What follows belongs to an exercise in optimizing a design on an open flow for small area; a production flow would make more cautious choices. In this exercise RTL edits were held to simulation tests only and were not proved equivalent to the original. Power figures rest on the tool's default switching activity, not on a simulated workload.

==> build 55: inputs <==
==> flow/design.v <==
package gbn_pkg;
	localparam logic [1:0] CMD_DATA  = 2'd0;
	localparam logic [1:0] CMD_ACK   = 2'd1;
	localparam logic [1:0] CMD_ABORT = 2'd2;
	localparam logic [1:0] CMD_TICK  = 2'd3;
	localparam logic [2:0] KIND_DATA  = 3'd0;
	localparam logic [2:0] KIND_CONF  = 3'd1;
	localparam logic [2:0] KIND_ABORT = 3'd2;
	localparam logic [2:0] KIND_BREAK = 3'd3;
	localparam logic [2:0] KIND_DISC  = 3'd4;
	localparam logic [1:0] REG_CONNECT = 2'd0;
	localparam logic [1:0] REG_RETX    = 2'd1;
	localparam logic [1:0] REG_INACT   = 2'd2;
	localparam logic [15:0] CONNECT_RESET = 16'd5;
	localparam logic [15:0] RETX_RESET    = 16'd5;
	localparam logic [15:0] INACT_RESET   = 16'd10;
endpackage
module gbn_timers (
	input  logic        clk,
	input  logic        arst_n,
	input  logic        start_a,    
	input  logic        start_b,    
	input  logic        inc,        
	input  logic [15:0] lim,        
	output logic        ph,         
	output logic        idle,       
	output logic        fire        
);
	logic [15:0] t0_q, t1_q;
	logic        pa_q, pb_q, ph_q;
	logic        clr;
	logic [16:0] nxt;
	assign ph   = ph_q;
	assign idle = !pa_q && !pb_q;
	assign clr  = ph_q ? pb_q : pa_q;
	assign nxt  = {1'b0, t0_q} + 17'(inc);
	assign fire = nxt >= {1'b0, lim};
	always_ff @(posedge clk) begin
		t0_q <= t1_q;
		t1_q <= clr ? 16'd0 : nxt[15:0];
	end
	always_ff @(posedge clk or negedge arst_n) begin
		if (!arst_n) begin
			ph_q <= 1'b0;
			pa_q <= 1'b0;
			pb_q <= 1'b0;
		end else begin
			ph_q <= !ph_q;
			pa_q <= start_a || (pa_q && ph_q);
			pb_q <= start_b || (pb_q && !ph_q);
		end
	end
endmodule
import gbn_pkg::*;
module go_back_n_sender_top #(
	parameter int WINDOW = 5
) (
	input  logic        clk,
	input  logic        arst_n,
	input  logic        in_valid,
	output logic        in_stall,
	input  logic [1:0]  command,
	input  logic [15:0] seq_num,
	input  logic        end_of_message,
	input  logic [15:0] conn_id,
	input  logic [15:0] dest_address,
	input  logic [15:0] src_address,
	input  logic [9:0]  payload_len,
	input  logic [31:0] payload_word,
	output logic        out_valid,
	input  logic        out_stall,
	output logic [2:0]  kind,
	output logic [15:0] out_seq,
	output logic        out_eom,
	output logic [15:0] out_conn,
	output logic [15:0] out_dest,
	output logic [15:0] out_src,
	output logic [9:0]  out_len,
	output logic [31:0] out_payload,
	output logic        last_of_run,
	input  logic        psel,
	input  logic        penable,
	input  logic        pwrite,
	input  logic [3:0]  paddr,
	input  logic [31:0] pwdata,
	output logic [31:0] prdata,
	output logic        pready
);
	typedef enum logic [3:0] {
		S_IDLE, S_INS, S_TA, S_TB, S_SCAN, S_REL, S_DNEW, S_DCONF, S_RSND,
		S_EABT, S_EDISC, S_ECONF1
	} state_t;
	localparam logic [1:0] M_IDLE = 2'd0, M_AWAIT = 2'd1, M_CONN = 2'd2, M_BREAK = 2'd3;
	logic [106:0] d_q [5];
	logic [2:0]   rk_q [5];
	logic [106:0] in_f;
	logic [106:0] h;
	logic [15:0]  h_seq, h_conn;
	logic [2:0]   h_rk;
	logic         ins;
	logic [2:0]   rk_in;
	state_t      st_q;
	logic [1:0]  mode_q;
	logic [2:0]  cnt_q;
	logic [2:0]  k_q;
	logic [2:0]  sc_q;
	logic [2:0]  best_q;
	logic        fnd_q;
	logic        nm_q;
	logic        fa_q;
	logic        arm_q;
	logic [15:0] c_q;
	logic [15:0] f_q;
	logic [15:0] lim_q [3];
	logic        ov_q;
	logic [2:0]  kind_q;
	logic        last_q;
	logic [15:0] o_seq_q, o_conn_q;
	logic [74:0] o_rest_q;
	logic        acc;
	logic        out_free;
	logic        seq_hit;
	logic        at_k;
	logic        busy_conn;
	logic        t_ph, t_idle, t_fire, t_inc, t_sa, t_sb;
	logic [15:0] t_lim;
	gbn_timers u_timers (
		.clk(clk), .arst_n(arst_n), .start_a(t_sa), .start_b(t_sb), .inc(t_inc),
		.lim(t_lim), .ph(t_ph), .idle(t_idle), .fire(t_fire)
	);
	assign t_lim = t_ph ? lim_q[2] : (mode_q == M_AWAIT ? lim_q[0] : lim_q[1]);
	assign pready = 1'b1;
	always_comb begin
		unique case (paddr[3:2])
			REG_CONNECT: prdata = {16'd0, lim_q[0]};
			REG_RETX:    prdata = {16'd0, lim_q[1]};
			REG_INACT:   prdata = {16'd0, lim_q[2]};
			default:     prdata = '0;
		endcase
	end
	always_ff @(posedge clk or negedge arst_n) begin
		if (!arst_n) begin
			lim_q[0] <= CONNECT_RESET;
			lim_q[1] <= RETX_RESET;
			lim_q[2] <= INACT_RESET;
		end else if (psel && penable && pwrite) begin
			unique case (paddr[3:2])
				REG_CONNECT: lim_q[0] <= pwdata[15:0];
				REG_RETX:    lim_q[1] <= pwdata[15:0];
				REG_INACT:   lim_q[2] <= pwdata[15:0];
				default: ;
			endcase
		end
	end
	assign in_f   = {seq_num, conn_id, end_of_message, payload_len, src_address,
		dest_address, payload_word};
	assign h      = d_q[0];
	assign h_seq  = h[106:91];
	assign h_conn = h[90:75];
	assign h_rk   = rk_q[0];
	assign seq_hit = (h_seq == seq_num);
	assign at_k   = (h_rk == k_q);
	assign busy_conn = mode_q[1];
	always_comb begin
		ins   = 1'b0;
		rk_in = h_rk;
		if (st_q == S_INS && h_rk == cnt_q) ins = 1'b1;
		if (st_q == S_REL) begin
			if (h_rk == best_q) begin
				ins   = 1'b1;
				rk_in = 3'd4;
			end else if (h_rk > best_q) begin
				rk_in = h_rk - 3'd1;
			end
		end
	end
	always_ff @(posedge clk) begin
		for (int i = 0; i < 4; i++) d_q[i] <= d_q[i + 1];
		d_q[4] <= ins ? in_f : h;
	end
	always_ff @(posedge clk or negedge arst_n) begin
		if (!arst_n) begin
			for (int i = 0; i < 5; i++) rk_q[i] <= 3'(i);
		end else begin
			for (int i = 0; i < 4; i++) rk_q[i] <= rk_q[i + 1];
			rk_q[4] <= rk_in;
		end
	end
	always_comb begin
		acc = 1'b0;
		unique case (st_q)
			S_IDLE: acc = in_valid && (
				(command == CMD_TICK && (mode_q == M_IDLE || (mode_q == M_AWAIT && !arm_q))) ||
				(command != CMD_TICK && command != CMD_DATA && mode_q == M_IDLE) ||
				(command != CMD_ACK && command != CMD_TICK && mode_q == M_AWAIT) ||
				(command == CMD_ACK && mode_q == M_AWAIT) ||
				(command == CMD_ABORT && busy_conn) ||
				(command == CMD_DATA && mode_q == M_BREAK) ||
				(command == CMD_ACK && mode_q == M_CONN && seq_num == f_q));
			S_INS:  acc = (h_rk == cnt_q);
			S_TA:   acc = !t_ph && t_idle && mode_q == M_AWAIT;
			S_TB:   acc = 1'b1;
			S_SCAN: acc = (sc_q == 3'd4) && !(fnd_q || (seq_hit && h_rk < cnt_q));
			S_REL:  acc = (sc_q == 3'd4);
			default: acc = 1'b0;
		endcase
	end
	assign in_stall = !acc;
	assign out_free = !ov_q || !out_stall;
	always_comb begin
		t_sa  = 1'b0;
		t_sb  = 1'b0;
		t_inc = 1'b0;
		unique case (st_q)
			S_IDLE: begin
				if (acc && command == CMD_ACK && mode_q == M_AWAIT && seq_num == 16'd1) begin
					t_sa = 1'b1; t_sb = 1'b1;
				end
			end
			S_INS: begin
				if (acc) begin
					if (mode_q == M_IDLE) t_sa = 1'b1;
					else begin
						t_sb = 1'b1;
						if (cnt_q == 3'd4) t_sa = 1'b1;
					end
				end
			end
			S_TA: t_inc = !t_ph && t_idle;
			S_TB: begin
				t_inc = 1'b1;
				if (!t_fire && fa_q) t_sa = 1'b1;
			end
			S_SCAN, S_REL: begin
				if (acc) begin
					t_sa = 1'b1;
					t_sb = (mode_q == M_BREAK);
				end
			end
			default: ;
		endcase
	end
	always_ff @(posedge clk or negedge arst_n) begin
		if (!arst_n) begin
			st_q   <= S_IDLE;
			mode_q <= M_IDLE;
			cnt_q  <= '0;
			f_q    <= '0;
			ov_q   <= 1'b0;
			k_q    <= '0;
			sc_q   <= '0;
			best_q <= '0;
			fnd_q  <= 1'b0;
			nm_q   <= 1'b0;
			fa_q   <= 1'b0;
			arm_q  <= 1'b0;
		end else begin
			if (ov_q && !out_stall) ov_q <= 1'b0;
			sc_q <= sc_q + 3'd1;
			unique case (st_q)
				S_IDLE: begin
					sc_q  <= '0;
					fnd_q <= 1'b0;
					nm_q  <= 1'b0;
					if (in_valid) begin
						if (acc) begin
							if (command == CMD_ACK && mode_q == M_AWAIT) begin
								arm_q <= 1'b0;
								if (seq_num == 16'd1) begin
									mode_q <= M_CONN;
									st_q   <= S_ECONF1;
								end
							end else if (command == CMD_ABORT && busy_conn) begin
								mode_q <= M_IDLE; cnt_q <= '0; f_q <= '0;
								st_q   <= S_EABT;
							end else if (command == CMD_ACK && busy_conn) begin
								mode_q <= M_IDLE; cnt_q <= '0; f_q <= '0;
								st_q   <= S_EDISC;
							end
						end else if (command == CMD_TICK) begin
							st_q <= S_TA;
						end else if (command == CMD_DATA) begin
							st_q <= S_INS;
						end else begin
							st_q <= S_SCAN;
						end
					end
				end
				S_INS: begin
					if (acc) begin
						if (mode_q == M_IDLE) begin
							mode_q <= M_AWAIT;
							arm_q  <= 1'b1;
							k_q    <= '0;
						end else begin
							k_q   <= cnt_q;
							cnt_q <= cnt_q + 3'd1;
							if (end_of_message) f_q <= seq_num;
							if (cnt_q == 3'd4) mode_q <= M_BREAK;
						end
						st_q <= S_DNEW;
					end
				end
				S_TA: begin
					if (!t_ph && t_idle) begin
						fa_q <= t_fire;
						if (mode_q == M_AWAIT) begin
							if (t_fire) begin
								mode_q <= M_IDLE; cnt_q <= '0; f_q <= '0;
								st_q   <= S_EABT;
							end else begin
								st_q <= S_IDLE;
							end
						end else begin
							st_q <= S_TB;
						end
					end
				end
				S_TB: begin
					k_q <= '0;
					if (t_fire) begin
						mode_q <= M_IDLE; cnt_q <= '0; f_q <= '0;
						st_q   <= S_EABT;
					end else if (fa_q && cnt_q != '0) begin
						st_q <= S_RSND;
					end else begin
						st_q <= S_IDLE;
					end
				end
				S_SCAN: begin
					if (seq_hit && h_rk < cnt_q && (!fnd_q || h_rk < best_q)) begin
						fnd_q  <= 1'b1;
						best_q <= h_rk;
					end
					if (seq_hit && h_rk == cnt_q - 3'd1) nm_q <= 1'b1;
					if (sc_q == 3'd4) begin
						sc_q <= '0;
						st_q <= acc ? S_IDLE : S_REL;
					end
				end
				S_REL: begin
					if (sc_q == 3'd4) begin
						cnt_q <= cnt_q - 3'd1;
						if (mode_q == M_BREAK && nm_q) begin
							mode_q <= M_CONN;
							k_q    <= 3'd4;
							st_q   <= S_DCONF;
						end else begin
							st_q <= S_IDLE;
						end
					end
				end
				S_DNEW, S_DCONF, S_RSND: begin
					if (at_k && out_free) begin
						ov_q <= 1'b1;
						if (st_q == S_RSND) begin
							k_q <= k_q + 3'd1;
							if (k_q == cnt_q - 3'd1) st_q <= S_IDLE;
						end else if (st_q == S_DNEW && mode_q != M_AWAIT) begin
							st_q <= S_DCONF;
						end else begin
							st_q <= S_IDLE;
						end
					end
				end
				S_EABT, S_EDISC, S_ECONF1: begin
					if (out_free) begin
						ov_q <= 1'b1;
						st_q <= S_IDLE;
					end
				end
				default: st_q <= S_IDLE;
			endcase
		end
	end
	always_ff @(posedge clk) begin
		if (acc && (st_q == S_INS || (st_q == S_IDLE &&
			(command == CMD_ACK || (command == CMD_ABORT && busy_conn)))))
			c_q <= conn_id;
	end
	logic ld, ld_data, ld_ring, seq_one;
	assign ld      = ((st_q == S_DNEW || st_q == S_DCONF || st_q == S_RSND) && at_k ||
		st_q == S_EABT || st_q == S_EDISC || st_q == S_ECONF1) && out_free;
	assign ld_data = (st_q == S_DNEW || st_q == S_RSND);
	assign ld_ring = (st_q == S_DNEW || st_q == S_RSND ||
		(st_q == S_DCONF && mode_q != M_BREAK));
	assign seq_one = (st_q == S_ECONF1);
	always_ff @(posedge clk) begin
		if (ld) begin
			o_rest_q <= ld_data ? h[74:0] : 75'd0;
			o_seq_q  <= ld_ring ? h_seq : {15'd0, seq_one};
			o_conn_q <= (st_q == S_DNEW || st_q == S_DCONF || st_q == S_RSND) ? h_conn : c_q;
			unique case (st_q)
				S_DNEW, S_RSND: kind_q <= KIND_DATA;
				S_DCONF:        kind_q <= (mode_q == M_BREAK) ? KIND_BREAK : KIND_CONF;
				S_EABT:         kind_q <= KIND_ABORT;
				S_EDISC:        kind_q <= KIND_DISC;
				default:        kind_q <= KIND_CONF;
			endcase
			unique case (st_q)
				S_DNEW:  last_q <= (mode_q == M_AWAIT);
				S_RSND:  last_q <= (k_q == cnt_q - 3'd1);
				default: last_q <= 1'b1;
			endcase
		end
	end
	assign out_valid   = ov_q;
	assign kind        = kind_q;
	assign last_of_run = last_q;
	assign out_seq     = o_seq_q;
	assign out_conn    = o_conn_q;
	assign out_eom     = o_rest_q[74];
	assign out_len     = o_rest_q[73:64];
	assign out_src     = o_rest_q[63:48];
	assign out_dest    = o_rest_q[47:32];
	assign out_payload = o_rest_q[31:0];
endmodule
==> flow/run.sh <==
#!/bin/bash
# synth_recipe.tcl (not shown) runs the flow's synth.tcl, then flattens the netlist and writes it again
# the make line also repeats each setting of config.mk as NAME=value (left out here)
make -C /OpenROAD-flow-scripts/flow DESIGN_CONFIG=/design/flow/config.mk WORK_HOME=/design/flow/orfs CLKGATE_MAP_FILE= SYNTH_SCRIPT=/design/flow/synth_recipe.tcl finish
==> flow/config.mk <==
export PLATFORM = sky130hd
export DESIGN_NAME = go_back_n_sender_top
export DESIGN_NICKNAME = go_back_n_sender_top
export VERILOG_FILES = /design/flow/design.v
export SDC_FILE = /design/flow/constraint.sdc
export NUM_CORES = 4
export LEC_CHECK = 0
export CAP_MARGIN = 20
export CORE_MARGIN = 2
export CORE_UTILIZATION = 40
export SLEW_MARGIN = 20
==> flow/constraint.sdc <==
create_clock -name core_clock -period 5.0 [get_ports {clk}]
set_input_delay 1.0000 -clock core_clock [delete_from_list [all_inputs] [get_ports {clk}]]
set_output_delay 1.0000 -clock core_clock [all_outputs]
set_load 0.01 [all_outputs]
==> inputs of trial 71, as changes to build 55 <==
==> flow/design.v, changed modules only <==
module go_back_n_sender_top #(
	parameter int WINDOW = 5
) (
	input  logic        clk,
	input  logic        arst_n,
	input  logic        in_valid,
	output logic        in_stall,
	input  logic [1:0]  command,
	input  logic [15:0] seq_num,
	input  logic        end_of_message,
	input  logic [15:0] conn_id,
	input  logic [15:0] dest_address,
	input  logic [15:0] src_address,
	input  logic [9:0]  payload_len,
	input  logic [31:0] payload_word,
	output logic        out_valid,
	input  logic        out_stall,
	output logic [2:0]  kind,
	output logic [15:0] out_seq,
	output logic        out_eom,
	output logic [15:0] out_conn,
	output logic [15:0] out_dest,
	output logic [15:0] out_src,
	output logic [9:0]  out_len,
	output logic [31:0] out_payload,
	output logic        last_of_run,
	input  logic        psel,
	input  logic        penable,
	input  logic        pwrite,
	input  logic [3:0]  paddr,
	input  logic [31:0] pwdata,
	output logic [31:0] prdata,
	output logic        pready
);
	typedef enum logic [3:0] {
		S_IDLE, S_INS, S_TA, S_TB, S_SCAN, S_REL, S_DNEW, S_DCONF, S_RSND,
		S_EABT, S_EDISC, S_ECONF1
	} state_t;
	localparam logic [1:0] M_IDLE = 2'd0, M_AWAIT = 2'd1, M_CONN = 2'd2, M_BREAK = 2'd3;
	logic [106:0] d_q [5];
	logic [2:0]   rk_q [5];
	logic [106:0] in_f;
	logic [106:0] h;
	logic [15:0]  h_seq, h_conn;
	logic [2:0]   h_rk;
	logic         ins;
	logic [2:0]   rk_in;
	state_t      st_q;
	logic [1:0]  mode_q;
	logic [2:0]  cnt_q;
	logic [2:0]  k_q;
	logic [2:0]  sc_q;
	logic        nm_q;
	logic        fa_q;
	logic        arm_q;
	logic [15:0] c_q;
	logic [15:0] f_q;
	logic [15:0] lim_q [3];
	logic        ov_q;
	logic [2:0]  kind_q;
	logic        last_q;
	logic [15:0] o_seq_q, o_conn_q;
	logic [74:0] o_rest_q;
	logic        acc;
	logic        out_free;
	logic        seq_hit;
	logic        at_k;
	logic        busy_conn;
	logic        t_ph, t_idle, t_fire, t_inc, t_sa, t_sb;
	logic [15:0] t_lim;
	gbn_timers u_timers (
		.clk(clk), .arst_n(arst_n), .start_a(t_sa), .start_b(t_sb), .inc(t_inc),
		.lim(t_lim), .ph(t_ph), .idle(t_idle), .fire(t_fire)
	);
	assign t_lim = t_ph ? lim_q[2] : (mode_q == M_AWAIT ? lim_q[0] : lim_q[1]);
	assign pready = 1'b1;
	always_comb begin
		unique case (paddr[3:2])
			REG_CONNECT: prdata = {16'd0, lim_q[0]};
			REG_RETX:    prdata = {16'd0, lim_q[1]};
			REG_INACT:   prdata = {16'd0, lim_q[2]};
			default:     prdata = '0;
		endcase
	end
	always_ff @(posedge clk or negedge arst_n) begin
		if (!arst_n) begin
			lim_q[0] <= CONNECT_RESET;
			lim_q[1] <= RETX_RESET;
			lim_q[2] <= INACT_RESET;
		end else if (psel && penable && pwrite) begin
			unique case (paddr[3:2])
				REG_CONNECT: lim_q[0] <= pwdata[15:0];
				REG_RETX:    lim_q[1] <= pwdata[15:0];
				REG_INACT:   lim_q[2] <= pwdata[15:0];
				default: ;
			endcase
		end
	end
	assign in_f   = {seq_num, conn_id, end_of_message, payload_len, src_address,
		dest_address, payload_word};
	assign h      = d_q[0];
	assign h_seq  = h[106:91];
	assign h_conn = h[90:75];
	assign h_rk   = rk_q[0];
	assign seq_hit = (h_seq == seq_num);
	assign at_k   = (h_rk == k_q);
	assign busy_conn = mode_q[1];
	always_comb begin
		ins   = 1'b0;
		rk_in = h_rk;
		if (st_q == S_INS && h_rk == cnt_q) ins = 1'b1;
		if (st_q == S_REL) begin
			if (h_rk == k_q) begin
				ins   = 1'b1;
				rk_in = 3'd4;
			end else if (h_rk > k_q) begin
				rk_in = h_rk - 3'd1;
			end
		end
	end
	always_ff @(posedge clk) begin
		for (int i = 0; i < 4; i++) d_q[i] <= d_q[i + 1];
		d_q[4] <= ins ? in_f : h;
	end
	always_ff @(posedge clk or negedge arst_n) begin
		if (!arst_n) begin
			for (int i = 0; i < 5; i++) rk_q[i] <= 3'(i);
		end else begin
			for (int i = 0; i < 4; i++) rk_q[i] <= rk_q[i + 1];
			rk_q[4] <= rk_in;
		end
	end
	always_comb begin
		acc = 1'b0;
		unique case (st_q)
			S_IDLE: acc = in_valid && (
				(command == CMD_TICK && (mode_q == M_IDLE || (mode_q == M_AWAIT && !arm_q))) ||
				(command != CMD_TICK && command != CMD_DATA && mode_q == M_IDLE) ||
				(command != CMD_ACK && command != CMD_TICK && mode_q == M_AWAIT) ||
				(command == CMD_ACK && mode_q == M_AWAIT) ||
				(command == CMD_ABORT && busy_conn) ||
				(command == CMD_DATA && mode_q == M_BREAK) ||
				(command == CMD_ACK && mode_q == M_CONN && seq_num == f_q));
			S_INS:  acc = (h_rk == cnt_q);
			S_TA:   acc = !t_ph && t_idle && mode_q == M_AWAIT;
			S_TB:   acc = 1'b1;
			S_SCAN: acc = (cnt_q == '0) || (at_k && !seq_hit && k_q == cnt_q - 3'd1);
			S_REL:  acc = (sc_q == 3'd4);
			default: acc = 1'b0;
		endcase
	end
	assign in_stall = !acc;
	assign out_free = !ov_q || !out_stall;
	always_comb begin
		t_sa  = 1'b0;
		t_sb  = 1'b0;
		t_inc = 1'b0;
		unique case (st_q)
			S_IDLE: begin
				if (acc && command == CMD_ACK && mode_q == M_AWAIT && seq_num == 16'd1) begin
					t_sa = 1'b1; t_sb = 1'b1;
				end
			end
			S_INS: begin
				if (acc) begin
					if (mode_q == M_IDLE) t_sa = 1'b1;
					else begin
						t_sb = 1'b1;
						if (cnt_q == 3'd4) t_sa = 1'b1;
					end
				end
			end
			S_TA: t_inc = !t_ph && t_idle;
			S_TB: begin
				t_inc = 1'b1;
				if (!t_fire && fa_q) t_sa = 1'b1;
			end
			S_SCAN, S_REL: begin
				if (acc) begin
					t_sa = 1'b1;
					t_sb = (mode_q == M_BREAK);
				end
			end
			default: ;
		endcase
	end
	state_t      st_n;
	logic [1:0]  mode_n;
	logic [2:0]  cnt_n, k_n, sc_n;
	logic        ov_n, nm_n, fa_n, arm_n;
	logic [15:0] f_n;
	always_comb begin
		st_n = st_q;
		mode_n = mode_q;
		cnt_n = cnt_q;
		ov_n = ov_q;
		k_n = k_q;
		sc_n = sc_q;
		nm_n = nm_q;
		fa_n = fa_q;
		arm_n = arm_q;
		f_n = f_q;
			if (ov_q && !out_stall) ov_n = 1'b0;
			sc_n = sc_q + 3'd1;
			unique case (st_q)
				S_IDLE: begin
					sc_n  = '0;
					nm_n  = 1'b0;
					k_n   = '0;
					if (in_valid) begin
						if (acc) begin
							if (command == CMD_ACK && mode_q == M_AWAIT) begin
								arm_n = 1'b0;
								if (seq_num == 16'd1) begin
									mode_n = M_CONN;
									st_n   = S_ECONF1;
								end
							end else if (command == CMD_ABORT && busy_conn) begin
								mode_n = M_IDLE; cnt_n = '0;
								st_n   = S_EABT;
							end else if (command == CMD_ACK && busy_conn) begin
								mode_n = M_IDLE; cnt_n = '0;
								st_n   = S_EDISC;
							end
						end else if (command == CMD_TICK) begin
							st_n = S_TA;
						end else if (command == CMD_DATA) begin
							st_n = S_INS;
						end else begin
							st_n = S_SCAN;
						end
					end
				end
				S_INS: begin
					if (acc) begin
						if (mode_q == M_IDLE) begin
							mode_n = M_AWAIT;
							arm_n  = 1'b1;
							f_n    = '0;
							k_n    = '0;
						end else begin
							k_n   = cnt_q;
							cnt_n = cnt_q + 3'd1;
							if (end_of_message) f_n = seq_num;
							if (cnt_q == 3'd4) mode_n = M_BREAK;
						end
						st_n = S_DNEW;
					end
				end
				S_TA: begin
					if (!t_ph && t_idle) begin
						fa_n = t_fire;
						if (mode_q == M_AWAIT) begin
							if (t_fire) begin
								mode_n = M_IDLE; cnt_n = '0;
								st_n   = S_EABT;
							end else begin
								st_n = S_IDLE;
							end
						end else begin
							st_n = S_TB;
						end
					end
				end
				S_TB: begin
					k_n = '0;
					if (t_fire) begin
						mode_n = M_IDLE; cnt_n = '0;
						st_n   = S_EABT;
					end else if (fa_q && cnt_q != '0) begin
						st_n = S_RSND;
					end else begin
						st_n = S_IDLE;
					end
				end
				S_SCAN: begin
					sc_n = '0;
					if (acc) begin
						st_n = S_IDLE;
					end else if (at_k) begin
						if (seq_hit) st_n = S_REL;
						else k_n = k_q + 3'd1;
					end
				end
				S_REL: begin
					if (seq_hit && h_rk == cnt_q - 3'd1) nm_n = 1'b1;
					if (sc_q == 3'd4) begin
						cnt_n = cnt_q - 3'd1;
						if (mode_q == M_BREAK && (nm_q || (seq_hit && h_rk == cnt_q - 3'd1))) begin
							mode_n = M_CONN;
							k_n    = 3'd4;
							st_n   = S_DCONF;
						end else begin
							st_n = S_IDLE;
						end
					end
				end
				S_DNEW, S_DCONF, S_RSND: begin
					if (at_k && out_free) begin
						ov_n = 1'b1;
						if (st_q == S_RSND) begin
							k_n = k_q + 3'd1;
							if (k_q == cnt_q - 3'd1) st_n = S_IDLE;
						end else if (st_q == S_DNEW && mode_q != M_AWAIT) begin
							st_n = S_DCONF;
						end else begin
							st_n = S_IDLE;
						end
					end
				end
				S_EABT, S_EDISC, S_ECONF1: begin
					if (out_free) begin
						ov_n = 1'b1;
						st_n = S_IDLE;
					end
				end
				default: st_n = S_IDLE;
			endcase
	end
	always_ff @(posedge clk or negedge arst_n) begin
		if (!arst_n) begin
			st_q   <= S_IDLE;
			mode_q <= M_IDLE;
			cnt_q  <= '0;
			ov_q   <= 1'b0;
		end else begin
			st_q   <= st_n;
			mode_q <= mode_n;
			cnt_q  <= cnt_n;
			ov_q   <= ov_n;
		end
	end
	always_ff @(posedge clk) begin
		k_q    <= k_n;
		sc_q   <= sc_n;
		nm_q   <= nm_n;
		fa_q   <= fa_n;
		arm_q  <= arm_n;
		f_q    <= f_n;
	end
	always_ff @(posedge clk) begin
		if (acc && (st_q == S_INS || (st_q == S_IDLE &&
			(command == CMD_ACK || (command == CMD_ABORT && busy_conn)))))
			c_q <= conn_id;
	end
	logic ld, ld_data, ld_ring, ld_cring, seq_one;
	assign ld      = ((st_q == S_DNEW || st_q == S_DCONF || st_q == S_RSND) && at_k ||
		st_q == S_EABT || st_q == S_EDISC || st_q == S_ECONF1) && out_free;
	assign ld_data = (st_q == S_DNEW || st_q == S_RSND);
	assign ld_ring = (st_q == S_DNEW || st_q == S_RSND ||
		(st_q == S_DCONF && mode_q != M_BREAK));
	assign seq_one = (st_q == S_ECONF1);
	assign ld_cring = (st_q == S_DNEW || st_q == S_DCONF || st_q == S_RSND);
	logic [74:0] rest_ld, rest_hold;
	assign rest_ld   = {75{ld && ld_data}};
	assign rest_hold = {75{!ld}};
	always_ff @(posedge clk) begin
		o_rest_q <= (h[74:0] & rest_ld) | (o_rest_q & rest_hold);
		o_seq_q  <= (h_seq & {16{ld && ld_ring}}) | (o_seq_q & {16{!ld}}) |
			{15'd0, ld && seq_one};
		o_conn_q <= (h_conn & {16{ld && ld_cring}}) | (c_q & {16{ld && !ld_cring}}) |
			(o_conn_q & {16{!ld}});
		if (ld) begin
			unique case (st_q)
				S_DNEW, S_RSND: kind_q <= KIND_DATA;
				S_DCONF:        kind_q <= (mode_q == M_BREAK) ? KIND_BREAK : KIND_CONF;
				S_EABT:         kind_q <= KIND_ABORT;
				S_EDISC:        kind_q <= KIND_DISC;
				default:        kind_q <= KIND_CONF;
			endcase
			unique case (st_q)
				S_DNEW:  last_q <= (mode_q == M_AWAIT);
				S_RSND:  last_q <= (k_q == cnt_q - 3'd1);
				default: last_q <= 1'b1;
			endcase
		end
	end
	assign out_valid   = ov_q;
	assign kind        = kind_q;
	assign last_of_run = last_q;
	assign out_seq     = o_seq_q;
	assign out_conn    = o_conn_q;
	assign out_eom     = o_rest_q[74];
	assign out_len     = o_rest_q[73:64];
	assign out_src     = o_rest_q[63:48];
	assign out_dest    = o_rest_q[47:32];
	assign out_payload = o_rest_q[31:0];
endmodule
==> flow/flow/run.sh (new file) <==
#!/bin/bash
set -euo pipefail
export BUFFER_PORTS_ARGS="-buffer_cell sky130_fd_sc_hd__buf_1"
bash standard.sh > standard.log 2>&1
==> flow/standard.sh (new file) <==
#!/bin/bash
# synth_recipe.tcl (not shown) runs the flow's synth.tcl, then flattens the netlist and writes it again
# the make line also repeats each setting of config.mk as NAME=value (left out here)
make -C /OpenROAD-flow-scripts/flow DESIGN_CONFIG=/design/flow/config.mk WORK_HOME=/design/flow/orfs CLKGATE_MAP_FILE= SYNTH_SCRIPT=/design/flow/synth_recipe.tcl "${@:-finish}"
--- a/flow/config.mk
+++ b/flow/config.mk
@@ -7,5 +7,8 @@
 export LEC_CHECK = 0
 export CAP_MARGIN = 20
 export CORE_MARGIN = 2
-export CORE_UTILIZATION = 40
+export CORE_UTILIZATION = 70
+export CTS_BUF_LIST = sky130_fd_sc_hd__clkbuf_8
+export CTS_CLUSTER_DIAMETER = 60
+export CTS_CLUSTER_SIZE = 16
 export SLEW_MARGIN = 20
removed: flow/run.sh
==> comparison <==
Trial 71 went through all stages and came out clean. Build 55 completed with no timing, DRC or antenna violations.
Against build 55, the clock-buffer cell count of trial 71 is lower by 56.
Of trial 71 and build 55, trial 71 has the higher via count (gap about 2.5%, measured against build 55).
Between trial 71 and build 55, the lower clock skew is in trial 71 (gap 0.0075 ns).
Synthesized cell count: trial 71 is higher than build 55 (8.1%).
Between build 55 and trial 71, the lower setup slack is in build 55 (gap 0.21 ns).
Clock power: build 55 is larger than trial 71 (99%).
Against trial 71, the global-route usage of build 55 is lower by 9.4 points.
In build 55 the design area is higher than in trial 71, by 18%.
Non-clock buffer count: trial 71 is lower than build 55 (13).
Die area: trial 71 is lower than build 55 (44%).
Between build 55 and trial 71, the lower worst hold slack is in build 55 (gap 0.0074 ns).

[static timing again, ports no longer ideal]
No port has a modelled driver above. Below, the same layouts with a new extraction and two added sets of constraints.
Step 1, drivers: a clkbuf_16 drives clk and a buf_2 each remaining input, both assumed.
Step 2 adds t to the input delays and takes it off the output delays; t is the mean of the earliest and latest rising clock arrival at the registers after step 1. Input paths then give back, and output paths get back, about the clock's delay inside the block.
Slacks: no drivers / after step 1 / after step 2; pairs: no drivers / after step 1.
| run | t, ns | setup slack, ns | worst data-port slew with drivers (ns) |
|---|---|---|---|
| build 55 | 0.660 | 0.341 / 0.310 / 0.310 | 0.09 |
| trial 71 | 0.681 | 0.550 / 0.550 / 0.550 | 0.09 |
After both steps every run listed still meets setup and hold. For build 55, which loses most, drivers alone change the setup slack by -0.031 ns; drivers and shift together by -0.031 ns.
